What follows belongs to an exercise in optimizing a design on an open flow for small area; a production flow would make more cautious choices. Function was checked by simulation only, so behaviour that the tests miss may differ from the original. Power figures rest on the tool's default switching activity, not on a simulated workload. The flow treats the clock pin as an ideal source, which a real chip does not have.

`design/flow/config.mk`:
```
export PLATFORM = sky130hd
export DESIGN_NAME = sccb_responder
export DESIGN_NICKNAME = sccb_responder
export VERILOG_FILES = /design/flow/design.v
export SDC_FILE = /design/flow/constraint.sdc
export NUM_CORES = 4
export LEC_CHECK = 0
export CAP_MARGIN = 20
export CORE_MARGIN = 2
export CORE_UTILIZATION = 40
export SLEW_MARGIN = 20
```
`design/flow/constraint.sdc`:
```
create_clock -name core_clock -period 10.0 [get_ports {sccb_clk}]
set_input_delay 2.0000 -clock core_clock [delete_from_list [all_inputs] [get_ports {sccb_clk}]]
set_output_delay 2.0000 -clock core_clock [all_outputs]
set_load 0.01 [all_outputs]
```
`design/flow/design.v`:
```
package sccb_pkg;
    typedef enum logic [2:0] {
        S_IDLE     = 3'b000,    
        S_ID       = 3'b001,
        S_SUB      = 3'b010,
        S_DATA     = 3'b011,
        S_RD       = 3'b100,
        S_ID_ACK   = 3'b101,
        S_SUB_ACK  = 3'b110,
        S_DATA_ACK = 3'b111
    } state_t;
    localparam logic [6:0] DEV_ID_DEFAULT = 7'h21;
endpackage
module sccb_sync_edge (
    input  logic clk,
    input  logic reset,
    input  logic din,
    output logic sync,
    output logic rise,
    output logic fall
);
    logic meta_r;
    logic sync_r;
    logic prev_r;
    always_ff @(posedge clk) begin
        if (reset) begin
            meta_r <= 1'b1;
            sync_r <= 1'b1;
            prev_r <= 1'b1;
        end else begin
            meta_r <= din;
            sync_r <= meta_r;
            prev_r <= sync_r;
        end
    end
    assign sync = sync_r;
    assign rise = sync_r & ~prev_r;
    assign fall = ~sync_r & prev_r;
endmodule
module sccb_responder #(
    parameter logic [6:0] DEV_ID = sccb_pkg::DEV_ID_DEFAULT
) (
    input  logic       sccb_clk,
    input  logic       sccb_reset,
    input  logic       sio_c_in,
    input  logic       sio_d_in,
    output logic       sio_d_oe,
    output logic       sio_d_out,
    output logic       wr_strobe,
    output logic [7:0] wr_addr,
    output logic [7:0] wr_data,
    output logic       busy
);
    logic scl_s, scl_rise_s, scl_fall_s;
    logic sda_s, sda_rise_s, sda_fall_s;
    logic start_s, stop_s;
    sccb_sync_edge u_sync_c (
        .clk   (sccb_clk),
        .reset (sccb_reset),
        .din   (sio_c_in),
        .sync  (scl_s),
        .rise  (scl_rise_s),
        .fall  (scl_fall_s)
    );
    sccb_sync_edge u_sync_d (
        .clk   (sccb_clk),
        .reset (sccb_reset),
        .din   (sio_d_in),
        .sync  (sda_s),
        .rise  (sda_rise_s),
        .fall  (sda_fall_s)
    );
    assign start_s = sda_fall_s & scl_s;
    assign stop_s  = sda_rise_s & scl_s;
    sccb_pkg::state_t state_r, state_s;
    logic [3:0]       cnt_r, cnt_s;       
    logic [7:0]       sh_r;
    logic [7:0]       sub_r;
    logic             sub0_r;             
    logic             rw_r;
    logic             idok_r;             
    logic             busy_r, busy_s;
    logic             wr_strobe_r;
    logic [7:0]       wr_addr_r, wr_data_r;
    logic [7:0]       rd_q_r;
    logic             pend_r;             
    logic [5:0]       ptr_r;
    logic [7:0]       wdata_s;
    logic             bit_s, we_s, in_rd, last_s;
    assign wdata_s = {sh_r[6:0], sda_s};
    assign in_rd   = (state_r == sccb_pkg::S_RD);
    assign bit_s   = scl_rise_s & ~cnt_r[3] & ~start_s & ~stop_s;
    assign last_s  = (cnt_r[2:0] == 3'd7);
    assign we_s    = bit_s & last_s & (state_r == sccb_pkg::S_DATA);
    always_comb begin
        state_s = state_r;
        cnt_s   = cnt_r;
        busy_s  = busy_r;
        if (stop_s) begin
            state_s = sccb_pkg::S_IDLE;
            busy_s  = 1'b0;
        end else if (start_s) begin
            state_s = sccb_pkg::S_ID;
            cnt_s   = '0;
        end else if (state_r != sccb_pkg::S_IDLE) begin
            if (scl_rise_s && !cnt_r[3]) begin
                cnt_s = cnt_r + 4'd1;
            end
            if (scl_fall_s) begin
                cnt_s = '0;
                case (state_r)
                    sccb_pkg::S_ID: begin
                        if (cnt_r[3]) begin
                            state_s = idok_r ? sccb_pkg::S_ID_ACK : sccb_pkg::S_IDLE;
                            busy_s  = idok_r;
                        end
                        cnt_s = cnt_r;
                    end
                    sccb_pkg::S_SUB: begin
                        if (cnt_r[3]) state_s = sccb_pkg::S_SUB_ACK;
                        cnt_s = cnt_r;
                    end
                    sccb_pkg::S_DATA: begin
                        if (cnt_r[3]) state_s = sccb_pkg::S_DATA_ACK;
                        cnt_s = cnt_r;
                    end
                    sccb_pkg::S_RD: begin
                        if (cnt_r[3]) state_s = sccb_pkg::S_IDLE;
                        cnt_s = cnt_r;
                    end
                    sccb_pkg::S_ID_ACK:   state_s = rw_r ? sccb_pkg::S_RD : sccb_pkg::S_SUB;
                    sccb_pkg::S_SUB_ACK:  state_s = sccb_pkg::S_DATA;
                    default:              state_s = sccb_pkg::S_IDLE;
                endcase
            end
        end
    end
    always_ff @(posedge sccb_clk) begin
        if (sccb_reset) begin
            state_r     <= sccb_pkg::S_IDLE;
            sub0_r      <= 1'b1;
            busy_r      <= 1'b0;
            wr_strobe_r <= 1'b0;
            wr_addr_r   <= 8'h00;
            wr_data_r   <= 8'h00;
        end else begin
            state_r     <= state_s;
            busy_r      <= busy_s;
            wr_strobe_r <= we_s;
            if (bit_s && last_s && (state_r == sccb_pkg::S_SUB)) begin
                sub0_r <= 1'b0;
            end
            if (we_s) begin
                wr_addr_r <= sub_r;
                wr_data_r <= wdata_s;
            end
        end
    end
    always_ff @(posedge sccb_clk) begin
        cnt_r <= cnt_s;
        if (bit_s) begin
            case (state_r)
                sccb_pkg::S_ID: begin
                    if (last_s) rw_r <= sda_s;
                    else idok_r <= ((cnt_r[2:0] == 3'd0) | idok_r) &
                                   (sda_s == DEV_ID[3'd6 - cnt_r[2:0]]);
                end
                sccb_pkg::S_SUB, sccb_pkg::S_DATA: sh_r <= wdata_s;
                default: ;
            endcase
            if (last_s && (state_r == sccb_pkg::S_SUB)) begin
                sub_r <= wdata_s;
            end
        end
    end
    logic [8*64-1:0] ring_r [4];
    logic [7:0]      ring_in [4];
    logic            hit_w, hit_r;
    logic [1:0]      rsel;
    assign hit_w = (ptr_r == sub_r[7:2]);
    assign hit_r = sub0_r ? (ptr_r == 6'd0) : hit_w;
    assign rsel  = sub0_r ? 2'd0 : sub_r[1:0];
    always_comb begin
        for (int r = 0; r < 4; r++) begin
            if (pend_r && hit_w && (sub_r[1:0] == 2'(r))) begin
                ring_in[r] = sh_r;
            end else begin
                ring_in[r] = ring_r[r][7:0];
            end
        end
    end
    always_ff @(posedge sccb_clk) begin
        ptr_r <= ptr_r + 6'd1;
        for (int r = 0; r < 4; r++) begin
            ring_r[r] <= {ring_in[r], ring_r[r][8*64-1:8]};
        end
        if (we_s && !sccb_reset) begin
            pend_r <= 1'b1;
        end else if (hit_w) begin
            pend_r <= 1'b0;
        end
        if (in_rd) begin
            if (scl_fall_s) rd_q_r <= {rd_q_r[6:0], 1'b0};
        end else if (hit_r) begin
            rd_q_r <= ring_in[rsel];
        end
    end
    assign sio_d_oe  = state_r[2];
    assign sio_d_out = ~state_r[2] | (in_rd & rd_q_r[7]);
    assign wr_strobe = wr_strobe_r;
    assign wr_addr   = wr_addr_r;
    assign wr_data   = wr_data_r;
    assign busy      = busy_r;
endmodule
```
`design/flow/flow/run.sh`:
```
#!/bin/bash
# Standard layout, with the clock tree built without dummy loads.
set -euo pipefail
export CTS_ARGS="-sink_clustering_enable -repair_clock_nets -dont_use_dummy_load -sink_clustering_size 40 -sink_clustering_max_diameter 60"
bash standard.sh finish > make_finish.log 2>&1
```
`design/flow/standard.sh`:
```
#!/bin/bash
# synth_recipe.tcl (not shown) runs the flow's synth.tcl, then flattens the netlist and writes it again
# the make line also repeats each setting of config.mk as NAME=value (left out here)
make -C /OpenROAD-flow-scripts/flow DESIGN_CONFIG=/design/flow/config.mk WORK_HOME=/design/flow/orfs CLKGATE_MAP_FILE= SYNTH_SCRIPT=/design/flow/synth_recipe.tcl "${@:-finish}"
```
==> summary.txt, run 1 <==
outcome complete, no violations; Area Growth Syn to Fin 10.1%; share of cells above drive strength 1 slightly above 6%; top post-synthesis cells by area sky130_fd_sc_hd__dfxtp_1 (94%), sky130_fd_sc_hd__edfxtp_1 (2.0%), sky130_fd_sc_hd__mux2_2 (0.91%), sky130_fd_sc_hd__mux2i_1 (0.58%), sky130_fd_sc_hd__nor2_1 (0.35%); final critical path time including I/O delays and setup between 4 and 5 ns; netlist area before placement between 0.04 and 0.05 sq mm; number of hold buffers added after cts 0; CP max FO 12; delay of the slowest cell on the worst path between 0.5 and 0.6 ns; Worst Setup End Kind output pin; number of antenna violations at the first check in global routing 4; cell chain of the critical path nor2_1, nand2_1, nand2_1, clkdlybuf4s50_1; LEAKAGE ~19 nW; number of synthesized register bits between 2000 and 2500; TritonCTS Buffers 99; number of design-rule violations left by the first detailed-router iteration about 700; grt total ovfl 0; count of max-cap constraint violations 0; part of the Yosys area used for sequential elements a little over nine tenths; slowest stage cell, crit path sky130_fd_sc_hd__clkdlybuf4s50_1; Core Area approximately 0.11 sq mm; reg2reg end rd_q_r[6]$_DFFE_PP_; total DRC errors in the routed layout 0; library cell appearing most often on the critical path sky130_fd_sc_hd__nand2_1; Bufs on Longest Clock Path 3; clock-pin slew on the worst setup and hold paths about 0.12 ns; syn nets 2388; CP top delay family buffers and inverters; number of global-route vias before repair around 15000; largest net degree at the start of global routing 40; fin util 44.4%; register-to-register setup slack roughly 7.1 ns; Final setup violation count 0; iteration count of the initial detailed-routing pass 5; required time of the worst setup path roughly 8 ns; sink count of the clock tree ~2100; Via-to-Cell Ratio ~3.8; synth warn 4; routed wire length per instance 12.0 um; Hold Path Origin ring_r[1][137]$_DFF_P_; clock latency (worst-skew pair) around 0.69 ns; area of the die 0.114 sq mm; starting utilization of the core area between 40% and 50%; Nets 2495; f_max approximately 240 MHz; most common library cell in the layout ignoring fill and taps sky130_fd_sc_hd__dfxtp_1; pre-CTS setup slack 6.52 ns; number of cells on the critical path 4; post-synthesis instance total about 2400; number of ports placed on the die boundary 24; first-pass GRT wire length roughly 80 mm; pwr/cell area ~250 mW/mm^2; number of routed nets with antenna violations 0; launching element type of the critical path flop; distinct cell type count after synthesis 44; power consumption ~0.012 W; average footprint of a synthesized cell around 19 sq um; max-slew violation count 0; GRT Overall Usage between 8 and 9%; chip width around 340 um; Hold Crit Endpoint ring_r[1][129]$_DFF_P_; share of the synthesized area in the top cell type between 90 and 100%; Die Span Y roughly 340 um; count of endpoints failing hold in the final timing report 0; Synth Flop Type sky130_fd_sc_hd__dfxtp_1; Setup Buffers After CTS 0; Worst Path Arrival 2.18 ns; critical path class reg2out; unrepaired setup endpoints after global routing false; setup tns final 0 ns; CTS tree done; asr flop ratio synth 0%; Post-Route Skew roughly 0.067 ns; Post-synth EDFFs 30; number of rows in the core area ~120; final estimated routing congestion in global placement approximately 0.80; # resized after CTS 0; startpoint of the worst register-to-register path sub_r[6]$_DFFE_PP_; estimated wirelength of the detail-placed design about 26 mm; Tightest Pin Transition 0.800 ns; peak ir drop on the vdd network 0.000127 V; worst-case reg-to-reg path depth 6; deepest level of the CTS H-tree 3; post-route setup slack slightly below 6 ns; hold crit path type reg2reg; total via count in the routed design about 15000; root cell of the clock tree sky130_fd_sc_hd__clkbuf_16; most frequent cells in the layout sky130_fd_sc_hd__dfxtp_1 (2083), sky130_fd_sc_hd__clkbuf_16 (99), sky130_fd_sc_hd__nor2_1 (40); I/O Buffers 23; DRT Wirelength around 48 mm; number of buffer and inverter instances along the worst setup path 1; Slew Limit Headroom 46.6%; Min-Delay Path Depth 0; share of the clock period used by the worst path 41.8%; largest area contributor in the synthesized netlist sky130_fd_sc_hd__dfxtp_1
## power breakdown
| part | internal [W] | switching, W | leakage [nW] |
|---|---|---|---|
| Combinational | 0.00000513 | 0.00000712 | 1.01 |
| Clock | 0.00176 | 0.00225 | 1.22 |
| Sequential | 0.00843 | 0.00000306 | 17.0 |
## stage by stage
stage	std cells	cell area (sq um)	hold WS [ns]
after global routing	3970	49000	0.258
after floorplan	2377	44500	0.310
final	3971	49000	0.264
after global placement	3871	46500	0.310
after detailed placement	3871	46500	0.312
after CTS	3970	49000	0.264
## synthesized netlist by cell type (3+ instances only)
| library cell | number |
|---|---|
| sky130_fd_sc_hd__dfxtp_1 | 2083 |
| sky130_fd_sc_hd__nor2_1 | 41 |
| sky130_fd_sc_hd__mux2_2 | 36 |
| sky130_fd_sc_hd__edfxtp_1 | 30 |
| sky130_fd_sc_hd__mux2i_1 | 26 |
| sky130_fd_sc_hd__inv_1 | 17 |
| sky130_fd_sc_hd__and2_1 | 10 |
| sky130_fd_sc_hd__clkbuf_1 | 10 |
| sky130_fd_sc_hd__nand2_1 | 10 |
| sky130_fd_sc_hd__o21ai_0 | 9 |
| sky130_fd_sc_hd__buf_2 | 8 |
| sky130_fd_sc_hd__nor2b_1 | 8 |
| sky130_fd_sc_hd__a21oi_1 | 7 |
| sky130_fd_sc_hd__ha_1 | 7 |
| sky130_fd_sc_hd__or2_2 | 7 |
| sky130_fd_sc_hd__a22oi_1 | 6 |
| sky130_fd_sc_hd__nand3_1 | 6 |
| sky130_fd_sc_hd__a221oi_1 | 5 |
| sky130_fd_sc_hd__xnor2_1 | 5 |
| sky130_fd_sc_hd__a2111oi_0 | 4 |
| sky130_fd_sc_hd__a211oi_1 | 4 |
| sky130_fd_sc_hd__xnor2_2 | 4 |
| sky130_fd_sc_hd__xor2_1 | 4 |
| sky130_fd_sc_hd__and3_1 | 3 |
| sky130_fd_sc_hd__nor3_1 | 3 |
## worst register-to-register path, delay by kind of cell, from the launching register on
| kind | cells | cell delay [ns] |
|---|---|---|
| mux | 1 | 0.43 |
| flops | 1 | 0.43 |
| simple gates | 2 | 1.06 |
| xor+xnor | 1 | 0.24 |
| compound gates | 2 | 0.42 |
## state kept, by name, summed over array words and instances (netlist names), 3 cells and up
register   count
sh_r           8
sub_r          8
rd_q_r         8
state_r        3
wr_data_r      8
ptr_r          6
ring_r      2048
wr_addr_r      8
cnt_r          4
## cell families after synthesis
group	share of synthesized area, %
flops	95.7
simple gates	1.18
mux	1.50
compound gates	0.742
buf+inv	0.335
xor+xnor	0.323
fa+ha+maj	0.197
## cell type report
| class | instances | area, sq um |
|---|---|---|
| Clock buffer | 99 | 2480 |
| Timing Repair Buffer | 25 | 245 |
| Inverter | 17 | 63.8 |
| Antenna cell | 1 | 2.50 |
| Sequential cell | 2113 | 42600 |
| Fill cell | 9366 | 61500 |
| Tap cell | 1488 | 1860 |
| Multi-Input combinational cell | 228 | 1760 |
## metal layers
layer / wire length (um) / global-route usage [%] / part of all wire [%]
met3: 2320 / 2.01 / 4.9
met4: 1430 / 3.69 / 3.0
met5: 0 / 0 / 0
met1: 25700 / 13.0 / 54
met2: 18300 / 11.7 / 38
## how the worst max path moves through the flow
stage	startpoint	endpoint	slack, ns
after global routing	state_r[1]$_SDFFE_PP0P_	sio_d_out	5.68
final	state_r[1]$_SDFFE_PP0P_	sio_d_out	5.82
after detailed placement	state_r[1]$_SDFFE_PP0P_	sio_d_out	6.52
after global placement	state_r[1]$_SDFFE_PP0P_	sio_d_out	6.57
after floorplan	state_r[0]$_SDFFE_PP0P_	sio_d_out	7.19
after CTS	state_r[1]$_SDFFE_PP0P_	sio_d_out	5.74
==> run 2, diff against run 1 <==
==> design/flow/flow/run.sh (replaced) <==
#!/bin/bash
# Standard layout, with the clock tree built without dummy loads.
set -euo pipefail
export CTS_ARGS="-sink_clustering_enable -repair_clock_nets -dont_use_dummy_load -sink_clustering_size 36 -sink_clustering_max_diameter 70"
bash standard.sh finish > make_finish.log 2>&1
==> run 2 against run 1 <==
Effect of this change:
- synthesized cell count stayed put
- utilization is 0.52 points lower
- die area stayed put
- wire length is 0.67% lower
- area after synthesis stayed put
- clock power is 11% lower
==> summary.txt, run 2 <==
outcome complete, no violations; Slew Limit Headroom 45.9% (-0.68 points); starting utilization of the core area 40.3% (unchanged); Comb pwr share 0.1% (about the same); Area Growth Syn to Fin 8.85%; chip width 338 um (unchanged); pre-CTS setup slack 6.52 ns (unchanged); largest net degree at the start of global routing 37 (-7.5%); count of endpoints failing hold in the final timing report 0 (unchanged); I/O Buffers 23 (unchanged); number of buffer and inverter instances along the worst setup path 1 (unchanged); LEAKAGE 19.0 nW (-1.5%); post-synthesis instance total 2377 (unchanged); multi-input gate area in the final layout 0.00176 sq mm (unchanged); Worst Path Arrival 2.13 ns (-0.05 ns); DRT Wirelength 47.4 mm (-0.67%); most common cell in the synthesized netlist sky130_fd_sc_hd__dfxtp_1; share of the clock period used by the worst path 41.3% (-0.47 points); Post-synth EDFFs 30 (unchanged); TritonCTS Buffers 76 (-23%); syn nets 2388 (unchanged); netlist area before placement 0.0445 sq mm (unchanged); average footprint of a synthesized cell 18.7 sq um (unchanged); Switching Fraction 18.3% (+0.13 points); top post-synthesis cells by area sky130_fd_sc_hd__dfxtp_1 (94%), sky130_fd_sc_hd__edfxtp_1 (2.0%), sky130_fd_sc_hd__mux2_2 (0.91%), sky130_fd_sc_hd__mux2i_1 (0.58%), sky130_fd_sc_hd__nor2_1 (0.35%); Nets 2472 (-0.92%); root cell of the clock tree sky130_fd_sc_hd__clkbuf_16; list of most frequent post-synthesis cells sky130_fd_sc_hd__dfxtp_1 (2083), sky130_fd_sc_hd__nor2_1 (41), sky130_fd_sc_hd__mux2_2 (36); part of the power in registers 70.2% (+2.5 points); peak ir drop on the vdd network 0.000131 V (+3.0%); Via-to-Cell Ratio 3.79 (about the same); Tightest Pin Transition 0.810 ns (+0.0102 ns); Die Span Y 338 um (unchanged); Setup Buffers After CTS 0 (unchanged); sink count of the clock tree 2113 (unchanged); clock network power share 29.7% (-2.5 points); synth warn 4 (unchanged); number of ports placed on the die boundary 24 (unchanged); grt total ovfl 0 (unchanged); launching element type of the critical path flop; share of cells above drive strength 1 5.25% (-0.88 points); final estimated routing congestion in global placement 0.795 (unchanged); clock latency (worst-skew pair) 0.65 ns (-0.04 ns); count of filler cells inserted in the layout 9437 (+0.76%); f_max 242 MHz (+1.1%); fin util 43.8% (-0.52 points); register containing the most flip-flops in the final layout ring_r; routed wire length per instance 12.0 um (-0.12%); P_sw 0.00219 W (-2.9%); number of design-rule violations left by the first detailed-router iteration 795 (+13%); Post-Route Skew 0.0885 ns (+0.0213 ns); Worst Setup End Kind output pin; unrepaired setup endpoints after global routing false; share of the synthesized area in the top cell type 93.7% (unchanged); CTS tree done; Largest register FFs 2048 (unchanged); delay of the slowest cell on the worst path 0.56 ns (about the same); deepest level of the CTS H-tree 3 (unchanged); area of the die 0.114 sq mm (unchanged); slowest stage cell, crit path sky130_fd_sc_hd__clkdlybuf4s50_1; # resized after CTS 0 (unchanged); CP top delay family buffers and inverters; part of the Yosys area used for sequential elements 95.7% (unchanged); Core Area 0.111 sq mm (unchanged); CP max FO 10 (-2); Final setup violation count 0 (unchanged); count of max-cap constraint violations 0 (unchanged); Internal 0.00981 W (-3.7%); final critical path time including I/O delays and setup 4.13 ns (-0.0473 ns); cell chain of the critical path nor2_1, nand2_1, nand2_1, clkdlybuf4s50_1; most common library cell in the layout ignoring fill and taps sky130_fd_sc_hd__dfxtp_1; number of rows in the core area 122 (unchanged); required time of the worst setup path 8.00 ns (about the same); total via count in the routed design 15000 (-0.60%); number of hold buffers added after cts 0 (unchanged); clock-pin slew on the worst setup and hold paths 0.12 ns (about the same); number of routed nets with antenna violations 0 (unchanged); first-pass GRT wire length 78.7 mm (-1.5%); Synth Flop Type sky130_fd_sc_hd__dfxtp_1; iteration count of the initial detailed-routing pass 5 (unchanged); distinct cell type count after synthesis 44 (unchanged); setup tns final 0 ns (unchanged); number of antenna violations at the first check in global routing 7 (+3); hold crit path type reg2reg; number of global-route vias before repair 15000 (-2.3%); most frequent cells in the layout sky130_fd_sc_hd__dfxtp_1 (2083), sky130_fd_sc_hd__clkbuf_16 (76), sky130_fd_sc_hd__nor2_1 (40); total DRC errors in the routed layout 0 (unchanged); library cell appearing most often on the critical path sky130_fd_sc_hd__nand2_1; minimum hold slack 0.239 ns (-0.0247 ns); Bufs on Longest Clock Path 3 (unchanged); number of synthesized register bits 2113 (unchanged); max-slew violation count 0 (unchanged); critical path class reg2out; asr flop ratio synth 0% (unchanged); largest area contributor in the synthesized netlist sky130_fd_sc_hd__dfxtp_1; estimated wirelength of the detail-placed design 25.6 mm (unchanged); register area 0.0426 sq mm (unchanged); GRT Overall Usage 8.53% (-0.10 points); pwr/cell area 248 mW/mm^2 (-2.4%); post-route setup slack 5.87 ns (+0.0473 ns)
-- run 2: path summary, 6_finish.rpt --
kind	from	to	slack (ns)	depth (start not counted)
worst max-delay path	state_r[0]$_SDFFE_PP0P_	sio_d_out	5.87	4
worst min-delay path	ring_r[1][259]$_DFF_P_	ring_r[1][251]$_DFF_P_	0.24	0
worst max register to register	sub_r[6]$_DFFE_PP_	rd_q_r[6]$_DFFE_PP_	7.17	6
worst min register to register	ring_r[1][259]$_DFF_P_	ring_r[1][251]$_DFF_P_	0.24	0
-- run 2: power groups by stage --
stage               Sequential, W  Clock, W  Combinational (W)
floorplan                 0.00862         0         0.00000904
global placement          0.00863         0          0.0000110
detailed placement        0.00863         0          0.0000121
CTS                       0.00843   0.00372          0.0000122
global route              0.00844   0.00402          0.0000135
finish                    0.00843   0.00356          0.0000123
-- run 2: layout make-up --
type                    instances  share of cell area (%)
well taps                    1488                    3.84
flip-flops and latches       2113                    87.9
diodes                          2                  0.0103
multi-input cells             228                    3.64
inverters                      17                   0.132
clock buffers                  76                    3.93
repair buffers                 25                   0.506
-- run 2: layer usage --
metal	global-route usage (%)	up-vias	wire, um	part of all wire (%)
li1	-	7517	-	-
met5	0	-	0	0
met4	3.47	0	1310	2.8
met1	13.0	7106	25600	54
met2	11.5	245	18000	38
met3	2.08	98	2530	5.3
-- run 2: through the flow --
| stage | cells | total power (W) | area [sq um] |
|---|---|---|---|
| 6_report | 3949 | 0.0120 | 48400 |
| 5_1_grt | 3947 | 0.0125 | 48400 |
| 3_3_place_gp | 3871 | 0.00864 | 46500 |
| 3_5_place_dp | 3871 | 0.00864 | 46500 |
| 4_1_cts | 3947 | 0.0122 | 48400 |
| 2_1_floorplan | 2377 | 0.00863 | 44500 |
-- run 2: kinds of logic (layout without fill, tap and decap cells) --
family | count (synthesis) | in the layout | synth area share (%)
AOI/OAI and AO/OA | 47 | 47 | 0.742
xor gates and xnor gates | 13 | 13 | 0.323
adders and majority gates | 7 | 7 | 0.197
buffers and inverters | 36 | 118 | 0.335
DFF | 2113 | 2113 | 95.7
muxes | 62 | 62 | 1.50
other | 0 | 2 | 0
and+or+nand+nor | 99 | 99 | 1.18
-- run 2: worst reg2reg max path, stage by stage, from the launching register on --
cell,delay (ns)
sky130_fd_sc_hd__edfxtp_1,0.44
sky130_fd_sc_hd__xnor2_1,0.23
sky130_fd_sc_hd__nand3_1,0.33
sky130_fd_sc_hd__nor2_2,0.74
sky130_fd_sc_hd__mux2_2,0.42
sky130_fd_sc_hd__a311oi_1,0.28
sky130_fd_sc_hd__a221oi_1,0.14
==> run 3, diff against run 2 <==
==> design/flow/flow/run.sh (replaced) <==
#!/bin/bash
# Standard layout, with the clock tree built without dummy loads.
set -euo pipefail
export CTS_ARGS="-sink_clustering_enable -repair_clock_nets -dont_use_dummy_load -sink_clustering_size 30 -sink_clustering_max_diameter 50"
bash standard.sh finish > make_finish.log 2>&1
--- a/design/flow/config.mk
+++ b/design/flow/config.mk
@@ -7,5 +7,6 @@
 export LEC_CHECK = 0
 export CAP_MARGIN = 20
 export CORE_MARGIN = 2
-export CORE_UTILIZATION = 40
+export CORE_UTILIZATION = 60
+export PLACE_DENSITY = 0.7
 export SLEW_MARGIN = 20
==> run 3 against run 2 <==
Effect of this change:
- still clean on timing, DRC and antenna
- die area is 33% lower
- sequential cell count unchanged
- clock skew decreased by 0.0039 ns
- area after synthesis did not move
- worst setup slack improved by 0.10 ns
- utilization grew 23 points
- critical path depth did not move
- cell area rose by 0.63%
- critical endpoint unchanged
- largest cell class unchanged
- largest power group unchanged
==> summary.txt, run 3 <==
met2 layer usage reported by global route 18.8% (+7.3 points); hold crit path type reg2reg; reg2reg end rd_q_r[3]$_DFFE_PP_; Post-Route Skew 0.0845 ns (-0.00394 ns); final estimated routing congestion in global placement 0.867 (+9.1%); number of global-route vias before repair 15600 (+3.9%); fin util 66.6% (+23 points); largest area contributor in the synthesized netlist sky130_fd_sc_hd__dfxtp_1; launching element type of the critical path flop; startpoint of the worst register-to-register path sub_r[6]$_DFFE_PP_; Bufs on Longest Clock Path 3 (unchanged); Die Span Y 276 um (-18%); count of endpoints failing hold in the final timing report 0 (unchanged); Setup Buffers After CTS 0 (unchanged); number of rows in the core area 99 (-19%); Area Growth Syn to Fin 9.54%; starting utilization of the core area 60.8% (+21 points); Via-to-Cell Ratio 4.36 (+15%); setup tns final 0 ns (unchanged); CP max FO 12 (+2); GRT Overall Usage 13.3% (+4.7 points); grt total ovfl 0 (unchanged); I/O Buffers 23 (unchanged); most common library cell in the layout ignoring fill and taps sky130_fd_sc_hd__dfxtp_1; average footprint of a synthesized cell 18.7 sq um (unchanged); # resized after CTS 0 (unchanged); syn nets 2388 (unchanged); most common cell in the synthesized netlist sky130_fd_sc_hd__dfxtp_1; number of hold buffers added after cts 0 (unchanged); Hold Path Origin ring_r[3][494]$_DFF_P_; number of design-rule violations left by the first detailed-router iteration 824 (+3.6%); peak ir drop on the vdd network 0.000161 V (+22%); Tightest Pin Transition 0.799 ns (-0.0114 ns); largest net degree at the start of global routing 31 (-16%); part of the Yosys area used for sequential elements 95.7% (unchanged); Worst Setup End Kind output pin; required time of the worst setup path 8.00 ns (about the same); iteration count of the initial detailed-routing pass 5 (unchanged); netlist area before placement 0.0445 sq mm (unchanged); top post-synthesis cells by area sky130_fd_sc_hd__dfxtp_1 (94%), sky130_fd_sc_hd__edfxtp_1 (2.0%), sky130_fd_sc_hd__mux2_2 (0.91%), sky130_fd_sc_hd__mux2i_1 (0.58%), sky130_fd_sc_hd__nor2_1 (0.35%); Post-synth EDFFs 30 (unchanged); clock latency (worst-skew pair) 0.68 ns (+0.03 ns); most frequent cells in the layout sky130_fd_sc_hd__dfxtp_1 (2083), sky130_fd_sc_hd__clkbuf_16 (115), sky130_fd_sc_hd__nor2_1 (41); share of the synthesized area in the top cell type 93.7% (unchanged); number of synthesized register bits 2113 (unchanged); Slew Limit Headroom 46.7% (+0.81 points); share of cells above drive strength 1 6.73% (+1.5 points); asr flop ratio synth 0% (unchanged); distinct cell type count after synthesis 44 (unchanged); area of the die 0.0764 sq mm (-33%); TritonCTS Buffers 115 (+51%); outcome complete, no violations; count of max-cap constraint violations 0 (unchanged); worst-case reg-to-reg path depth 7 (+1); Inserted Diodes 0 (-2); total DRC errors in the routed layout 0 (unchanged); register-to-register setup slack 7.30 ns (+0.13 ns); Synth Flop Type sky130_fd_sc_hd__dfxtp_1; fraction of met1 tracks used by global routing 19.8% (+6.9 points); Worst Path Arrival 2.03 ns (-0.10 ns); DRT Wirelength 49.3 mm (+3.8%); Min-Delay Path Depth 0 (unchanged); CTS tree done; LEAKAGE 19.5 nW (+2.5%); number of antenna violations at the first check in global routing 2 (-5); Core Area 0.0732 sq mm (-34%); number of ports placed on the die boundary 24 (unchanged); synth warn 4 (unchanged); deepest level of the CTS H-tree 3 (unchanged); clock-pin slew on the worst setup and hold paths 0.08 ns (-0.04 ns); estimated wirelength of the detail-placed design 25.5 mm (-0.52%); Largest register FFs 2048 (unchanged); sink count of the clock tree 2113 (unchanged); number of routed nets with antenna violations 0 (unchanged); routed wire length per instance 14.2 um (+19%); root cell of the clock tree sky130_fd_sc_hd__clkbuf_16; met3 layer usage reported by global route 2.70% (+0.63 points); pwr/cell area 262 mW/mm^2 (+5.8%); Final setup violation count 0 (unchanged); list of most frequent post-synthesis cells sky130_fd_sc_hd__dfxtp_1 (2083), sky130_fd_sc_hd__nor2_1 (41), sky130_fd_sc_hd__mux2_2 (36); post-synthesis instance total 2377 (unchanged); critical path class reg2out; chip width 276 um (-18%); max-slew violation count 0 (unchanged); Nets 2511 (+1.6%); f_max 248 MHz (+2.5%); layer with the highest usage after global routing met1; register containing the most flip-flops in the final layout ring_r; total via count in the routed design 15100 (+0.65%); Hold Crit Endpoint ring_r[3][486]$_DFF_P_; share of the clock period used by the worst path 40.3% (-1.0 points); first-pass GRT wire length 81.5 mm (+3.6%); unrepaired setup endpoints after global routing false; final critical path time including I/O delays and setup 4.03 ns (-0.101 ns)
## run 3: cell counts after synthesis
Identical to the previous run, type by type.
## run 3: area by class of cell
class	count	area [sq um]
clock buffers	115	2880
fillers	4731	24500
inverters	17	63.8
multi-input cells	228	1760
flip-flops and latches	2113	42600
well taps	959	1200
repair buffers	25	244
## run 3: how the worst max path moves through the flow
stage                       startpoint  cells after the start                   to  slack [ns]
6_report       state_r[1]$_SDFFE_PP0P_                      4            sio_d_out        5.97
5_1_grt        state_r[1]$_SDFFE_PP0P_                      4            sio_d_out        5.90
4_1_cts        state_r[1]$_SDFFE_PP0P_                      4            sio_d_out        5.95
3_5_place_dp                sccb_reset                      3  pend_r$_SDFFE_PP1N_        6.28
3_3_place_gp                sccb_reset                      3  pend_r$_SDFFE_PP1N_        6.33
2_1_floorplan  state_r[0]$_SDFFE_PP0P_                      4            sio_d_out        7.19
## run 3: stage by stage
step	area (sq um)	hold slack, ns	setup slack [ns]	total power (W)	instances
2_1_floorplan	44500	0.310	7.19	0.00863	2377
3_3_place_gp	45900	0.310	6.33	0.00863	3341
3_5_place_dp	45900	0.312	6.28	0.00864	3342
4_1_cts	48800	0.239	5.95	0.0129	3457
5_1_grt	48700	0.239	5.90	0.0132	3457
6_report	48700	0.251	5.97	0.0128	3457
## run 3: critical path, cell delays in order, from the launching register on
cell and delay (ns):
sky130_fd_sc_hd__dfxtp_1 0.41, sky130_fd_sc_hd__nor2_1 0.26, sky130_fd_sc_hd__nand2_1 0.11, sky130_fd_sc_hd__nand2_1 0.10, sky130_fd_sc_hd__clkdlybuf4s50_1 0.55
## run 3: cell families (layout without fill, tap and decap cells)
group | Yosys count | count (layout) | share of synthesized area (%)
AOI/OAI and AO/OA | 47 | 47 | 0.742
DFF | 2113 | 2113 | 95.7
muxes | 62 | 62 | 1.50
buffers and inverters | 36 | 157 | 0.335
and+or+nand+nor | 99 | 99 | 1.18
xor gates and xnor gates | 13 | 13 | 0.323
adders and majority gates | 7 | 7 | 0.197
## run 3: where the power goes
| group | total, W | leakage [nW] | internal, W | switching [W] |
|---|---|---|---|---|
| Clock | 0.00434 | 1.42 | 0.00203 | 0.00231 |
| Combinational | 0.0000113 | 1.01 | 0.00000465 | 0.00000670 |
| Sequential | 0.00843 | 17.0 | 0.00843 | 0.00000269 |
## run 3: layer usage
layer	up-vias	share of wire, %
li1	7600	-
met1	7075	53
met2	252	40
met3	137	3.6
met4	0	3.7
met5	-	0
==> run 4, diff against run 3 <==
==> design/flow/flow/run.sh (replaced) <==
#!/bin/bash
# Standard layout, with the clock tree built without dummy loads.
set -euo pipefail
export CTS_ARGS="-sink_clustering_enable -repair_clock_nets -dont_use_dummy_load -sink_clustering_size 10 -sink_clustering_max_diameter 30 -sink_clustering_buffer sky130_fd_sc_hd__clkbuf_4"
bash standard.sh finish > make_finish.log 2>&1
--- a/design/flow/config.mk
+++ b/design/flow/config.mk
@@ -7,6 +7,5 @@
 export LEC_CHECK = 0
 export CAP_MARGIN = 20
 export CORE_MARGIN = 2
-export CORE_UTILIZATION = 60
-export PLACE_DENSITY = 0.7
+export CORE_UTILIZATION = 40
 export SLEW_MARGIN = 20
==> run 4 against run 3 <==
Effect of this change:
- still clean on timing, DRC and antenna
- sequential power about the same
- fmax decreased by 5.7%
- wire length increased by 1.2%
- sequential share of layout area decreased by 1.7 points
- clock power increased by 3%
- sequential cell count unchanged
- die area increased by 49%
- critical path type unchanged
- largest cell class unchanged
==> summary.txt, run 4 <==
launching element type of the critical path flop; routed wire length per instance 11.9 um (-16%); distinct cell type count after synthesis 44 (unchanged); reg2reg end rd_q_r[6]$_DFFE_PP_; setup tns final 0 ns (unchanged); unrepaired setup endpoints after global routing false; outcome complete, no violations; Worst Path Arrival 2.28 ns (+0.25 ns); average footprint of a synthesized cell 18.7 sq um (unchanged); largest net degree at the start of global routing 28 (-9.7%); Slew Limit Headroom 47.1% (+0.35 points); Placed Cells incl. Taps 3871 (+16%); iteration count of the initial detailed-routing pass 5 (unchanged); root cell of the clock tree sky130_fd_sc_hd__clkbuf_16; required time of the worst setup path 8.00 ns (about the same); library cell appearing most often on the critical path sky130_fd_sc_hd__nand2_1; starting utilization of the core area 40.3% (-21 points); Setup Buffers After CTS 0 (unchanged); fin cells 4178 (+21%); top post-synthesis cells by area sky130_fd_sc_hd__dfxtp_1 (94%), sky130_fd_sc_hd__edfxtp_1 (2.0%), sky130_fd_sc_hd__mux2_2 (0.91%), sky130_fd_sc_hd__mux2i_1 (0.58%), sky130_fd_sc_hd__nor2_1 (0.35%); pwr/cell area 260 mW/mm^2 (-0.88%); peak ir drop on the vdd network 0.000144 V (-10%); Worst Setup End Kind output pin; clock-pin slew on the worst setup and hold paths 0.10 ns (+0.02 ns); minimum hold slack 0.273 ns (+0.0225 ns); asr flop ratio synth 0% (unchanged); number of design-rule violations left by the first detailed-router iteration 676 (-18%); critical path class reg2out; Tightest Pin Transition 0.788 ns (-0.0105 ns); register-to-register setup slack 7.28 ns (-0.02 ns); register containing the most flip-flops in the final layout ring_r; Final setup violation count 0 (unchanged); Bufs on Longest Clock Path 4 (+1); estimated wirelength of the detail-placed design 25.6 mm (+0.53%); chip width 338 um (+22%); list of most frequent post-synthesis cells sky130_fd_sc_hd__dfxtp_1 (2083), sky130_fd_sc_hd__nor2_1 (41), sky130_fd_sc_hd__mux2_2 (36); TritonCTS Buffers 305 (+170%); CP max FO 12 (unchanged); GRT Overall Usage 9.26% (-4.0 points); count of max-cap constraint violations 0 (unchanged); share of cells above drive strength 1 13.3% (+6.6 points); total DRC errors in the routed layout 0 (unchanged); max-slew violation count 0 (unchanged); largest area contributor in the synthesized netlist sky130_fd_sc_hd__dfxtp_1; Core Area 0.111 sq mm (+51%); share of the clock period used by the worst path 42.8% (+2.4 points); LEAKAGE 19.8 nW (+1.9%); f_max 234 MHz (-5.7%); Post-Route Skew 0.0545 ns (-0.0300 ns); most common cell in the synthesized netlist sky130_fd_sc_hd__dfxtp_1; post-synthesis instance total 2377 (unchanged); clock latency (worst-skew pair) 0.81 ns (+0.13 ns); Hold Path Origin ring_r[3][352]$_DFF_P_; Synth Flop Type sky130_fd_sc_hd__dfxtp_1; grt total ovfl 0 (unchanged); sink count of the clock tree 2113 (unchanged); share of the synthesized area in the top cell type 93.7% (unchanged); pre-CTS setup slack 6.52 ns (+0.248 ns); syn nets 2388 (unchanged); most common library cell in the layout ignoring fill and taps sky130_fd_sc_hd__dfxtp_1; number of ports placed on the die boundary 24 (unchanged); synth warn 4 (unchanged); Nets 2701 (+7.6%); final estimated routing congestion in global placement 0.795 (-8.3%); DRT Wirelength 49.8 mm (+1.2%); netlist area before placement 0.0445 sq mm (unchanged); deepest level of the CTS H-tree 5 (+2); Post-synth EDFFs 30 (unchanged); hold crit path type reg2reg; Via-to-Cell Ratio 3.88 (-11%); Hold Crit Endpoint ring_r[3][344]$_DFF_P_; Die Span Y 338 um (+22%); number of global-route vias before repair 17200 (+11%); post-route setup slack 5.72 ns (-0.242 ns); cell chain of the critical path nor2_1, nand2_1, nand2_1, clkdlybuf4s50_1; final critical path time including I/O delays and setup 4.28 ns (+0.242 ns); CTS tree done; total via count in the routed design 16200 (+7.6%); worst-case reg-to-reg path depth 6 (-1); delay of the slowest cell on the worst path 0.56 ns (about the same); Area Growth Syn to Fin 11.7%; number of rows in the core area 122 (+23%); count of endpoints failing hold in the final timing report 0 (unchanged); power consumption 0.0129 W (+1.0%); Min-Delay Path Depth 0 (unchanged); number of routed nets with antenna violations 0 (unchanged); slowest stage cell, crit path sky130_fd_sc_hd__clkdlybuf4s50_1; I/O Buffers 23 (unchanged); area of the die 0.114 sq mm (+49%); number of hold buffers added after cts 0 (unchanged); number of synthesized register bits 2113 (unchanged); most frequent cells in the layout sky130_fd_sc_hd__dfxtp_1 (2083), sky130_fd_sc_hd__clkbuf_4 (256), sky130_fd_sc_hd__clkbuf_16 (49); number of antenna violations at the first check in global routing 8 (+6); # resized after CTS 0 (unchanged); startpoint of the worst register-to-register path sub_r[6]$_DFFE_PP_; part of the Yosys area used for sequential elements 95.7% (unchanged); first-pass GRT wire length 84.7 mm (+4.0%); Largest register FFs 2048 (unchanged)
[run 4: layer usage]
layer	vias up	wire length (um)	global-route usage, %
met5	-	0	0
met4	0	1410	5.40
met3	131	3440	3.73
met2	432	19300	12.0
met1	7570	25700	12.8
li1	8074	-	-
[run 4: logic make-up after synthesis]
| logic type | Yosys count | share of synthesized area [%] |
|---|---|---|
| buffers and inverters | 36 | 0.335 |
| XOR/XNOR | 13 | 0.323 |
| multiplexers | 62 | 1.50 |
| AO/OA/AOI/OAI | 47 | 0.742 |
| AND/OR/NAND/NOR | 99 | 1.18 |
| adder cells (fa/ha/maj) | 7 | 0.197 |
| flip-flops | 2113 | 95.7 |
[run 4: worst max-delay path by stage]
| stage | end | start | cells past startpoint | slack [ns] |
|---|---|---|---|---|
| final | sio_d_out | state_r[1]$_SDFFE_PP0P_ | 4 | 5.72 |
| after global routing | sio_d_out | state_r[1]$_SDFFE_PP0P_ | 4 | 5.57 |
| after global placement | sio_d_out | state_r[1]$_SDFFE_PP0P_ | 4 | 6.57 |
| after CTS | sio_d_out | state_r[1]$_SDFFE_PP0P_ | 4 | 5.63 |
| after floorplan | sio_d_out | state_r[0]$_SDFFE_PP0P_ | 4 | 7.19 |
| after detailed placement | sio_d_out | state_r[1]$_SDFFE_PP0P_ | 4 | 6.52 |
[run 4: area by class of cell]
class	count	area, sq um
clock buffer	305	3150
fill	9400	60800
antenna	2	5.00
multi-input combinational	228	1760
sequential	2113	42600
inverter	17	63.8
timing repair buffer	25	245
tap	1488	1860
[run 4: power breakdown]
part	switching, W	total (W)	internal, W
combinational	0.00000712	0.0000123	0.00000512
sequential	0.00000297	0.00843	0.00843
clock	0.00243	0.00447	0.00205
total	0.00244	0.0129	0.0105
[run 4: stage by stage]
stage	area, sq um	util [%]
6_report	49700	45.0
5_1_grt	49700	45.0
4_1_cts	49700	44.9
3_5_place_dp	46500	42.1
3_3_place_gp	46500	42.1
2_1_floorplan	44500	-
[run 4: critical path, delay by kind of cell (launching register included)]
| kind | cells | cell delay (ns) |
|---|---|---|
| buffers and inverters | 1 | 0.56 |
| flip-flops | 1 | 0.43 |
| AND/OR/NAND/NOR | 3 | 0.50 |
==> run 5, diff against run 4 <==
==> design/flow/flow/run.sh (replaced) <==
#!/bin/bash
# Standard layout, with small port buffers and the clock tree built without
# dummy loads.
set -euo pipefail
export BUFFER_PORTS_ARGS="-buffer_cell sky130_fd_sc_hd__buf_1"
export CTS_ARGS="-sink_clustering_enable -repair_clock_nets -dont_use_dummy_load -sink_clustering_size 18 -sink_clustering_max_diameter 40 -buf_list sky130_fd_sc_hd__clkbuf_8"
bash standard.sh finish > make_finish.log 2>&1
==> run 5 against run 4 <==
Effect of this change:
- wire length fell by 2.3%
- sequential cell count stayed put
- critical endpoint unchanged
- worst setup slack gained 0.40 ns
- critical path type unchanged
- utilization down 0.99 points
- largest power group unchanged
- critical path depth stayed put
- synthesized cell count is the same
==> summary.txt, run 5 <==
outcome complete, no violations; total via count in the routed design 15400 (-4.9%); post-route setup slack 6.13 ns (+0.404 ns); I/O Buffers 23 (unchanged); largest net degree at the start of global routing 28 (unchanged); asr flop ratio synth 0% (unchanged); cell chain of the critical path nor2_1, nand2_1, nand2_1, buf_1; average footprint of a synthesized cell 18.7 sq um (unchanged); Die Span Y 338 um (unchanged); syn nets 2388 (unchanged); delay of the slowest cell on the worst path 0.40 ns (-0.16 ns); peak ir drop on the vdd network 0.000121 V (-16%); routed wire length per instance 12.1 um (+1.2%); required time of the worst setup path 8.00 ns (about the same); hold crit path type reg2reg; number of design-rule violations left by the first detailed-router iteration 831 (+23%); final estimated routing congestion in global placement 0.837 (+5.2%); number of hold buffers added after cts 0 (unchanged); Worst Path Arrival 1.87 ns (-0.41 ns); Post-Route Skew 0.0875 ns (+0.0330 ns); largest area contributor in the synthesized netlist sky130_fd_sc_hd__dfxtp_1; most common library cell in the layout ignoring fill and taps sky130_fd_sc_hd__dfxtp_1; number of routed nets with antenna violations 0 (unchanged); sink count of the clock tree 2113 (unchanged); number of global-route vias before repair 15900 (-7.4%); area of the die 0.114 sq mm (unchanged); minimum hold slack 0.258 ns (-0.0152 ns); Bufs on Longest Clock Path 3 (-1); Via-to-Cell Ratio 3.82 (-1.5%); chip width 338 um (unchanged); Nets 2555 (-5.4%); Final setup violation count 0 (unchanged); root cell of the clock tree sky130_fd_sc_hd__clkbuf_8; deepest level of the CTS H-tree 4 (-1); Worst Setup End Kind output pin; TritonCTS Buffers 159 (-48%); Area Growth Syn to Fin 9.19%; share of cells above drive strength 1 8.34% (-5.0 points); grt total ovfl 0 (unchanged); count of max-cap constraint violations 0 (unchanged); part of the Yosys area used for sequential elements 95.7% (unchanged); critical path class reg2out; list of most frequent post-synthesis cells sky130_fd_sc_hd__dfxtp_1 (2083), sky130_fd_sc_hd__nor2_1 (41), sky130_fd_sc_hd__mux2_2 (36); Tightest Pin Transition 0.804 ns (+0.0159 ns); # resized after CTS 0 (unchanged); Largest register FFs 2048 (unchanged); clock latency (worst-skew pair) 0.81 ns (about the same); synth warn 4 (unchanged); starting utilization of the core area 40.3% (unchanged); Slew Limit Headroom 46.3% (-0.76 points); total DRC errors in the routed layout 0 (unchanged); count of filler cells inserted in the layout 9486 (+0.91%); number of ports placed on the die boundary 24 (unchanged); unrepaired setup endpoints after global routing false; Core Area 0.111 sq mm (unchanged); LEAKAGE 19.1 nW (-3.5%); first-pass GRT wire length 80.7 mm (-4.8%); fin cells 4035 (-3.4%); GRT Overall Usage 8.80% (-0.45 points); iteration count of the initial detailed-routing pass 5 (unchanged); max-slew violation count 0 (unchanged); Post-synth EDFFs 30 (unchanged); number of rows in the core area 122 (unchanged); f_max 258 MHz (+10%); Placed Cells incl. Taps 3871 (unchanged); count of endpoints failing hold in the final timing report 0 (unchanged); pwr/cell area 250 mW/mm^2 (-3.9%); top post-synthesis cells by area sky130_fd_sc_hd__dfxtp_1 (94%), sky130_fd_sc_hd__edfxtp_1 (2.0%), sky130_fd_sc_hd__mux2_2 (0.91%), sky130_fd_sc_hd__mux2i_1 (0.58%), sky130_fd_sc_hd__nor2_1 (0.35%); library cell appearing most often on the critical path sky130_fd_sc_hd__nand2_1; Synth Flop Type sky130_fd_sc_hd__dfxtp_1; Setup Buffers After CTS 0 (unchanged); DRT Wirelength 48.7 mm (-2.3%); distinct cell type count after synthesis 44 (unchanged); CP max FO 10 (-2); number of synthesized register bits 2113 (unchanged); Finished Cell Area 0.0486 sq mm (-2.2%); setup tns final 0 ns (unchanged); netlist area before placement 0.0445 sq mm (unchanged); pre-CTS setup slack 6.91 ns (+0.384 ns); number of antenna violations at the first check in global routing 2 (-6); standard cell area after detailed placement 0.0464 sq mm (-0.31%); post-synthesis instance total 2377 (unchanged); register containing the most flip-flops in the final layout ring_r; final critical path time including I/O delays and setup 3.87 ns (-0.404 ns); share of the synthesized area in the top cell type 93.7% (unchanged); clock-pin slew on the worst setup and hold paths 0.09 ns (about the same); most frequent cells in the layout sky130_fd_sc_hd__dfxtp_1 (2083), sky130_fd_sc_hd__clkbuf_8 (159), sky130_fd_sc_hd__nor2_1 (40); most common cell in the synthesized netlist sky130_fd_sc_hd__dfxtp_1; estimated wirelength of the detail-placed design 25.5 mm (-0.49%); slowest stage cell, crit path sky130_fd_sc_hd__dfxtp_1; share of the clock period used by the worst path 38.7% (-4.0 points); CTS tree done; launching element type of the critical path flop
-- run 5: cell counts after synthesis --
Identical to the previous run, type by type.
-- run 5: cell type report --
cell class | instances | area [sq um] | area share, %
diodes | 5 | 12.5 | 0.0257
clock buffers | 159 | 2190 | 4.50
inverters | 17 | 63.8 | 0.131
multi-input cells | 228 | 1760 | 3.63
flip-flops and latches | 2113 | 42600 | 87.7
well taps | 1488 | 1860 | 3.83
repair buffers | 25 | 101 | 0.209
-- run 5: layer usage --
layer  share of wire, %  GRT usage [%]  vias up
met1                 54           12.9     7277
li1                   -              -     7676
met2                 38           11.6      307
met4                3.2           4.35        0
met3                5.5           2.86      152
met5                  0              0        -
-- run 5: cells by family after synthesis --
group / share of synthesized area, %
buffers and inverters: 0.335
flip-flops: 95.7
AO/OA/AOI/OAI: 0.742
multiplexers: 1.50
adder cells (fa/ha/maj): 0.197
XOR/XNOR: 0.323
AND/OR/NAND/NOR: 1.18
-- run 5: worst paths after layout --
| kind | startpoint | end | cells after the start | slack [ns] |
|---|---|---|---|---|
| hold reg to reg | ring_r[0][407]$_DFF_P_ | ring_r[0][399]$_DFF_P_ | 0 | 0.26 |
| hold / removal | ring_r[0][407]$_DFF_P_ | ring_r[0][399]$_DFF_P_ | 0 | 0.26 |
| setup / recovery | state_r[0]$_SDFFE_PP0P_ | sio_d_out | 4 | 6.13 |
| setup reg to reg | sub_r[6]$_DFFE_PP_ | rd_q_r[6]$_DFFE_PP_ | 6 | 7.16 |
-- run 5: critical path: cells and delay by family, from the launching register on --
family | cells | cell delay [ns]
flops | 1 | 0.40
simple gates | 3 | 0.51
buf+inv | 1 | 0.17
-- run 5: where the power goes --
group / switching, W / total, W / internal [W]
Sequential: 0.00000320 / 0.00843 / 0.00843
Clock: 0.00227 / 0.00369 / 0.00142
Combinational: 0.00000700 / 0.0000113 / 0.00000433
-- run 5: through the flow --
stage	power, W	util (%)
2_1_floorplan	0.00863	-
3_3_place_gp	0.00864	42.0
3_5_place_dp	0.00864	42.0
4_1_cts	0.0123	43.9
5_1_grt	0.0126	44.0
6_report	0.0121	44.0
==> run 6, diff against run 5 <==
==> design/flow/flow/run.sh (replaced) <==
#!/bin/bash
# Standard layout, with small port buffers and the clock tree built without
# dummy loads.
set -euo pipefail
export BUFFER_PORTS_ARGS="-buffer_cell sky130_fd_sc_hd__buf_1"
export CTS_ARGS="-sink_clustering_enable -repair_clock_nets -dont_use_dummy_load -sink_clustering_size 36 -sink_clustering_max_diameter 70"
bash standard.sh finish > make_finish.log 2>&1
==> run 6 against run 5 <==
Effect of this change:
- hold slack lost 0.015 ns
- clock-buffer cell count shrank 83
- critical path depth is the same
- fmax grew 4.0%
- highest routed layer is now met5
- sequential share of layout area grew 0.53 points
- area after synthesis is the same
- worst setup slack gained 0.15 ns
- cell area shrank 0.60%
- non-clock buffer count is the same
- wire length shrank 1.9%
- total power shrank 1.0%
==> summary.txt, run 6 <==
worst-case reg-to-reg path depth 6 (unchanged); part of the Yosys area used for sequential elements 95.7% (unchanged); register-to-register setup slack 7.11 ns (-0.05 ns); share of cells above drive strength 1 5.25% (-3.1 points); count of endpoints failing hold in the final timing report 0 (unchanged); Final setup violation count 0 (unchanged); register containing the most flip-flops in the final layout ring_r; TritonCTS Buffers 76 (-52%); outcome complete, no violations; Nets 2472 (-3.2%); # resized after CTS 0 (unchanged); root cell of the clock tree sky130_fd_sc_hd__clkbuf_16; Core Area 0.111 sq mm (unchanged); number of ports placed on the die boundary 24 (unchanged); Post-synth EDFFs 30 (unchanged); fin cells 3950 (-2.1%); clock-pin slew on the worst setup and hold paths 0.12 ns (+0.03 ns); peak ir drop on the vdd network 0.000128 V (+5.7%); starting utilization of the core area 40.3% (unchanged); synth warn 4 (unchanged); number of design-rule violations left by the first detailed-router iteration 883 (+6.3%); Post-Route Skew 0.0805 ns (-0.00698 ns); final critical path time including I/O delays and setup 3.72 ns (-0.150 ns); final estimated routing congestion in global placement 0.837 (unchanged); Hold Path Origin ring_r[1][349]$_DFF_P_; iteration count of the initial detailed-routing pass 5 (unchanged); GRT Overall Usage 8.41% (-0.40 points); Synth Flop Type sky130_fd_sc_hd__dfxtp_1; max-slew violation count 0 (unchanged); Via-to-Cell Ratio 3.79 (-0.66%); hold crit path type reg2reg; list of most frequent post-synthesis cells sky130_fd_sc_hd__dfxtp_1 (2083), sky130_fd_sc_hd__nor2_1 (41), sky130_fd_sc_hd__mux2_2 (36); netlist area before placement 0.0445 sq mm (unchanged); most common cell in the synthesized netlist sky130_fd_sc_hd__dfxtp_1; most frequent cells in the layout sky130_fd_sc_hd__dfxtp_1 (2083), sky130_fd_sc_hd__clkbuf_16 (76), sky130_fd_sc_hd__nor2_1 (40); standard cell area after detailed placement 0.0464 sq mm (unchanged); sink count of the clock tree 2113 (unchanged); count of filler cells inserted in the layout 9484 (-0.021%); number of synthesized register bits 2113 (unchanged); I/O Buffers 23 (unchanged); reg2reg end rd_q_r[6]$_DFFE_PP_; most common library cell in the layout ignoring fill and taps sky130_fd_sc_hd__dfxtp_1; Bufs on Longest Clock Path 3 (unchanged); startpoint of the worst register-to-register path sub_r[4]$_DFFE_PP_; largest net degree at the start of global routing 37 (+32%); unrepaired setup endpoints after global routing false; grt total ovfl 0 (unchanged); Setup Buffers After CTS 0 (unchanged); share of the clock period used by the worst path 37.2% (-1.5 points); area of the die 0.114 sq mm (unchanged); Placed Cells incl. Taps 3871 (unchanged); Hold Crit Endpoint ring_r[1][341]$_DFF_P_; total via count in the routed design 15000 (-2.8%); syn nets 2388 (unchanged); clock latency (worst-skew pair) 0.66 ns (-0.15 ns); CP max FO 10 (unchanged); Tightest Pin Transition 0.853 ns (+0.0488 ns); largest area contributor in the synthesized netlist sky130_fd_sc_hd__dfxtp_1; launching element type of the critical path flop; distinct cell type count after synthesis 44 (unchanged); top post-synthesis cells by area sky130_fd_sc_hd__dfxtp_1 (94%), sky130_fd_sc_hd__edfxtp_1 (2.0%), sky130_fd_sc_hd__mux2_2 (0.91%), sky130_fd_sc_hd__mux2i_1 (0.58%), sky130_fd_sc_hd__nor2_1 (0.35%); setup tns final 0 ns (unchanged); minimum hold slack 0.242 ns (-0.0154 ns); deepest level of the CTS H-tree 3 (-1); DRT Wirelength 47.8 mm (-1.9%); number of antenna violations at the first check in global routing 3 (+1); count of max-cap constraint violations 0 (unchanged); average footprint of a synthesized cell 18.7 sq um (unchanged); share of the synthesized area in the top cell type 93.7% (unchanged); LEAKAGE 18.9 nW (-1.1%); number of global-route vias before repair 15100 (-5.3%); number of routed nets with antenna violations 0 (unchanged); Worst Path Arrival 1.72 ns (-0.15 ns); required time of the worst setup path 8.00 ns (about the same); Die Span Y 338 um (unchanged); chip width 338 um (unchanged); Largest register FFs 2048 (unchanged); Slew Limit Headroom 43.1% (-3.3 points); Area Growth Syn to Fin 8.54%; routed wire length per instance 12.1 um (+0.23%); total DRC errors in the routed layout 0 (unchanged); fin util 43.7% (-0.26 points); CTS tree done; estimated wirelength of the detail-placed design 25.5 mm (unchanged); number of rows in the core area 122 (unchanged); critical path class reg2out; first-pass GRT wire length 77.7 mm (-3.7%); Worst Setup End Kind output pin; number of hold buffers added after cts 0 (unchanged); post-synthesis instance total 2377 (unchanged); pwr/cell area 249 mW/mm^2 (-0.44%); asr flop ratio synth 0% (unchanged); Min-Delay Path Depth 0 (unchanged); Finished Cell Area 0.0483 sq mm (-0.60%); f_max 269 MHz (+4.0%)
[run 6: cell counts after synthesis]
Identical to the previous run, type by type.
[run 6: how the worst max path moves through the flow]
stage / to / startpoint / slack (ns) / cells past startpoint
global placement: sio_d_out / state_r[1]$_SDFFE_PP0P_ / 6.95 / 4
finish: sio_d_out / state_r[0]$_SDFFE_PP0P_ / 6.28 / 4
CTS: sio_d_out / state_r[0]$_SDFFE_PP0P_ / 6.18 / 4
global route: sio_d_out / state_r[0]$_SDFFE_PP0P_ / 6.12 / 4
detailed placement: sio_d_out / state_r[1]$_SDFFE_PP0P_ / 6.91 / 4
floorplan: sio_d_out / state_r[0]$_SDFFE_PP0P_ / 7.19 / 4
[run 6: layer usage]
layer  track usage, %  wire (um)
met1             12.7      25800
met2             11.5      18200
met3             2.06       2250
met4             3.31       1560
met5                0         13
[run 6: cell type report]
type                    instances  area, sq um  area share, %
repair buffers                 25          101          0.210
well taps                    1488         1860           3.85
clock buffers                  76         1900           3.94
flip-flops and latches       2113        42600           88.2
inverters                      17         63.8          0.132
diodes                          3         7.51         0.0155
multi-input cells             228         1760           3.65
[run 6: logic make-up (layout without fill, tap and decap cells)]
group | Yosys count | after routing | share of synthesized area [%]
DFF | 2113 | 2113 | 95.7
other | 0 | 3 | 0
buffers and inverters | 36 | 118 | 0.335
and+or+nand+nor | 99 | 99 | 1.18
xor gates and xnor gates | 13 | 13 | 0.323
AOI/OAI and AO/OA | 47 | 47 | 0.742
adders and majority gates | 7 | 7 | 0.197
muxes | 62 | 62 | 1.50
[run 6: power by group]
part           switching (W)  internal [W]
clock network        0.00218       0.00138
logic             0.00000695    0.00000434
registers         0.00000307       0.00843
total                0.00219       0.00981
[run 6: per-stage QoR]
stage	setup WS, ns	power (W)
final	6.28	0.0120
after CTS	6.18	0.0121
after detailed placement	6.91	0.00864
after global placement	6.95	0.00864
after floorplan	7.19	0.00863
after global routing	6.12	0.0124
[run 6: worst max-delay path, stage by stage (launching register included)]
cell and delay, ns:
sky130_fd_sc_hd__dfxtp_1 0.42, sky130_fd_sc_hd__nor2_1 0.28, sky130_fd_sc_hd__nand2_1 0.09, sky130_fd_sc_hd__nand2_1 0.14, sky130_fd_sc_hd__buf_1 0.17
==> run 7, diff against run 6 <==
==> design/flow/flow/run.sh (replaced) <==
#!/bin/bash
# Standard layout, with small port buffers and the clock tree built without
# dummy loads.
set -euo pipefail
export BUFFER_PORTS_ARGS="-buffer_cell sky130_fd_sc_hd__buf_1"
export CTS_ARGS="-sink_clustering_enable -repair_clock_nets -dont_use_dummy_load -sink_clustering_size 40 -sink_clustering_max_diameter 50"
bash standard.sh finish > make_finish.log 2>&1
--- a/design/flow/config.mk
+++ b/design/flow/config.mk
@@ -8,4 +8,5 @@
 export CAP_MARGIN = 20
 export CORE_MARGIN = 2
 export CORE_UTILIZATION = 40
+export PLACE_DENSITY = 0.85
 export SLEW_MARGIN = 20
==> run 7 against run 6 <==
Effect of this change:
- clock power grew 17%
- register-to-register slack barely moved
- global-route usage is 2.6 points higher
- sequential power hardly changed
- synthesized cell count unchanged
- still clean
- cell count grew 0.56%
- sequential cell count unchanged
- fmax is 3.1% lower
- hold slack improved by 0.0014 ns
- first-iteration DRC count grew 21%
==> summary.txt, run 7 <==
fraction of the mapped netlist area in compound gates 0.742% (unchanged); number of hold buffers added after cts 0 (unchanged); share of cells above drive strength 1 6.20% (+0.95 points); share of the clock period used by the worst path 38.4% (+1.2 points); I/O Buffers 23 (unchanged); Area Growth Syn to Fin 9.93%; setup tns final 0 ns (unchanged); syn nets 2388 (unchanged); # resized after CTS 0 (unchanged); count of endpoints failing hold in the final timing report 0 (unchanged); final estimated routing congestion in global placement 0.818 (-2.2%); Final setup violation count 0 (unchanged); Worst Setup End Kind output pin; slowest stage cell, crit path sky130_fd_sc_hd__dfxtp_1; outcome complete, no violations; peak ir drop on the vdd network 0.000162 V (+26%); Comb pwr share 0.1% (about the same); clock network power share 33.0% (+3.3 points); area of the die 0.114 sq mm (unchanged); number of antenna violations at the first check in global routing 7 (+4); final critical path time including I/O delays and setup 3.84 ns (+0.118 ns); delay of the slowest cell on the worst path 0.42 ns (about the same); fraction of the mapped netlist area in adder cells 0.197% (unchanged); required time of the worst setup path 8.00 ns (about the same); register containing the most flip-flops in the final layout ring_r; fin cells 3972 (+0.56%); combinational family with the most area after synthesis multiplexers; total DRC errors in the routed layout 0 (unchanged); part of the power in registers 66.9% (-3.4 points); chip width 338 um (unchanged); Bufs on Longest Clock Path 3 (unchanged); Inserted Diodes 0 (-3); average footprint of a synthesized cell 18.7 sq um (unchanged); largest net degree at the start of global routing 38 (+2.7%); netlist area before placement 0.0445 sq mm (unchanged); Worst Path Arrival 1.84 ns (+0.12 ns); post-synthesis simple-gate area fraction 1.18% (unchanged); Post-synth EDFFs 30 (unchanged); Internal 0.0102 W (+4.2%); total via count in the routed design 15500 (+3.3%); post-synthesis share of cell area spent on xor and xnor gates 0.323% (unchanged); top post-synthesis cells by area sky130_fd_sc_hd__dfxtp_1 (94%), sky130_fd_sc_hd__edfxtp_1 (2.0%), sky130_fd_sc_hd__mux2_2 (0.91%), sky130_fd_sc_hd__mux2i_1 (0.58%), sky130_fd_sc_hd__nor2_1 (0.35%); starting utilization of the core area 40.3% (unchanged); number of rows in the core area 122 (unchanged); Post-Route Skew 0.150 ns (+0.0695 ns); DRT Wirelength 62.6 mm (+31%); count of max-cap constraint violations 0 (unchanged); Switching Fraction 18.8% (+0.56 points); TritonCTS Buffers 101 (+33%); number of ports placed on the die boundary 24 (unchanged); Synth Flop Type sky130_fd_sc_hd__dfxtp_1; deepest level of the CTS H-tree 3 (unchanged); routed wire length per instance 15.8 um (+30%); first-pass GRT wire length 95.6 mm (+23%); clock latency (worst-skew pair) 0.70 ns (+0.04 ns); share of the synthesized area in the top cell type 93.7% (unchanged); number of synthesized register bits 2113 (unchanged); number of routed nets with antenna violations 0 (unchanged); Die Span Y 338 um (unchanged); part of the Yosys area used for sequential elements 95.7% (unchanged); LEAKAGE 19.3 nW (+1.6%); Slew Limit Headroom 43.1% (about the same); Finished Cell Area 0.0489 sq mm (+1.3%); pwr/cell area 258 mW/mm^2 (+3.6%); iteration count of the initial detailed-routing pass 5 (unchanged); estimated wirelength of the detail-placed design 33.1 mm (+30%); CP max FO 12 (+2); fraction of synthesized area in multiplexers 1.50% (unchanged); unrepaired setup endpoints after global routing false; synth warn 4 (unchanged); largest area contributor in the synthesized netlist sky130_fd_sc_hd__dfxtp_1; launching element type of the critical path flop; clock-pin slew on the worst setup and hold paths 0.10 ns (-0.02 ns); grt total ovfl 0 (unchanged); number of design-rule violations left by the first detailed-router iteration 1065 (+21%); standard cell area after detailed placement 0.0464 sq mm (about the same); CTS tree done; max-slew violation count 0 (unchanged); critical path class reg2out; Nets 2497 (+1.0%); asr flop ratio synth 0% (unchanged); distinct cell type count after synthesis 44 (unchanged); Largest register FFs 2048 (unchanged); post-synthesis instance total 2377 (unchanged); library cell appearing most often on the critical path sky130_fd_sc_hd__nand2_1; most common library cell in the layout ignoring fill and taps sky130_fd_sc_hd__dfxtp_1; hold crit path type reg2reg; number of global-route vias before repair 16600 (+9.9%); P_sw 0.00237 W (+8.2%); Placed Cells incl. Taps 3870 (-0.026%); sink count of the clock tree 2113 (unchanged); most frequent cells in the layout sky130_fd_sc_hd__dfxtp_1 (2083), sky130_fd_sc_hd__clkbuf_16 (101), sky130_fd_sc_hd__nor2_1 (40); cell chain of the critical path nor2_1, nand2_1, nand2_1, buf_1; Setup Buffers After CTS 0 (unchanged); f_max 260 MHz (-3.1%); GRT Overall Usage 11.0% (+2.6 points); Via-to-Cell Ratio 3.90 (+2.8%); root cell of the clock tree sky130_fd_sc_hd__clkbuf_16; list of most frequent post-synthesis cells sky130_fd_sc_hd__dfxtp_1 (2083), sky130_fd_sc_hd__nor2_1 (41), sky130_fd_sc_hd__mux2_2 (36); Core Area 0.111 sq mm (unchanged); most common cell in the synthesized netlist sky130_fd_sc_hd__dfxtp_1; Tightest Pin Transition 0.853 ns (-0.000516 ns)
-- run 7: cell types whose count changed in the layout (fill, tap and decap cells not counted) --
cell	previous run	this run
sky130_fd_sc_hd__diode_2	3	0
sky130_fd_sc_hd__clkbuf_16	76	101
sky130_fd_sc_hd__buf_6	0	1
sky130_fd_sc_hd__buf_4	2	1
-- run 7: layout make-up --
type,instances,area [sq um]
clock buffers,101,2530
repair buffers,25,105
multi-input cells,228,1760
inverters,17,63.8
well taps,1488,1860
fillers,8949,61600
flip-flops and latches,2113,42600
-- run 7: power by group through the flow --
stage	clock [W]	combinational [W]	sequential [W]
finish	0.00416	0.0000116	0.00843
global route	0.00451	0.0000126	0.00843
CTS	0.00424	0.0000113	0.00843
detailed placement	0	0.0000110	0.00863
global placement	0	0.0000104	0.00863
floorplan	0	0.00000904	0.00862
-- run 7: critical path, delay by kind of cell (launching register included) --
kind / cells / cell delay, ns
flops: 1 / 0.42
buf+inv: 1 / 0.16
simple gates: 3 / 0.59
-- run 7: final timing paths --
kind / start / to / cells past startpoint / slack [ns]
setup / recovery: state_r[1]$_SDFFE_PP0P_ / sio_d_out / 4 / 6.16
hold reg to reg: ring_r[1][26]$_DFF_P_ / ring_r[1][18]$_DFF_P_ / 0 / 0.24
setup reg to reg: sub_r[6]$_DFFE_PP_ / rd_q_r[5]$_DFFE_PP_ / 6 / 7.10
hold / removal: ring_r[1][26]$_DFF_P_ / ring_r[1][18]$_DFF_P_ / 0 / 0.24
-- run 7: through the flow --
| step | setup slack, ns | utilization [%] | hold slack, ns | total power [W] |
|---|---|---|---|---|
| floorplan | 7.19 | - | 0.310 | 0.00863 |
| global placement | 7.04 | 42.0 | 0.310 | 0.00864 |
| detailed placement | 6.98 | 42.0 | 0.312 | 0.00864 |
| CTS | 6.18 | 44.2 | 0.241 | 0.0127 |
| global route | 6.06 | 44.3 | 0.239 | 0.0130 |
| finish | 6.16 | 44.3 | 0.244 | 0.0126 |
-- run 7: logic make-up after synthesis --
group	count (synthesis)
muxes	62
DFF	2113
adders and majority gates	7
buffers and inverters	36
xor gates and xnor gates	13
and+or+nand+nor	99
AOI/OAI and AO/OA	47
-- run 7: per-layer routing --
metal / vias to the layer above / GRT usage, % / routed length [um]
met5: - / 0 / 13
met2: 405 / 19.0 / 30300
met4: 2 / 3.96 / 2110
li1: 7575 / - / -
met3: 162 / 2.59 / 2860
met1: 7343 / 13.3 / 27300

[what the ideal ports hide]
The flow's constraints put no driver on any port. The routed layouts listed below were extracted and timed again, unchanged, in two steps. Step 1, drivers: a clkbuf_16 drives sccb_clk and a buf_2 each remaining input, both assumed. Step 2 times the ports against the registers' clock, not the clock port: input delays grow and output delays shrink by t, the midpoint of the rising clock arrivals with the driver on. a / b / c = ideal / step 1 / step 2; a / b = the first two.
run	t (ns)	setup slack, ns	clock arrival spread, ns	worst register clock-pin slew, ns
run 1	0.711	5.818 / 5.757 / 6.468	0.098 / 0.098	0.12 / 0.12
run 2	0.678	5.865 / 5.803 / 6.481	0.108 / 0.108	0.12 / 0.12
run 3	0.702	5.966 / 5.906 / 6.607	0.100 / 0.101	0.10 / 0.10
run 4	0.835	5.724 / 5.662 / 6.497	0.074 / 0.074	0.11 / 0.11
run 5	0.825	6.128 / 6.067 / 6.891	0.127 / 0.127	0.10 / 0.10
run 6	0.673	6.278 / 6.212 / 6.885	0.139 / 0.139	0.12 / 0.12
run 7	0.686	6.159 / 6.100 / 6.786	0.160 / 0.160	0.12 / 0.12
After both steps setup and hold are still met in every run listed.
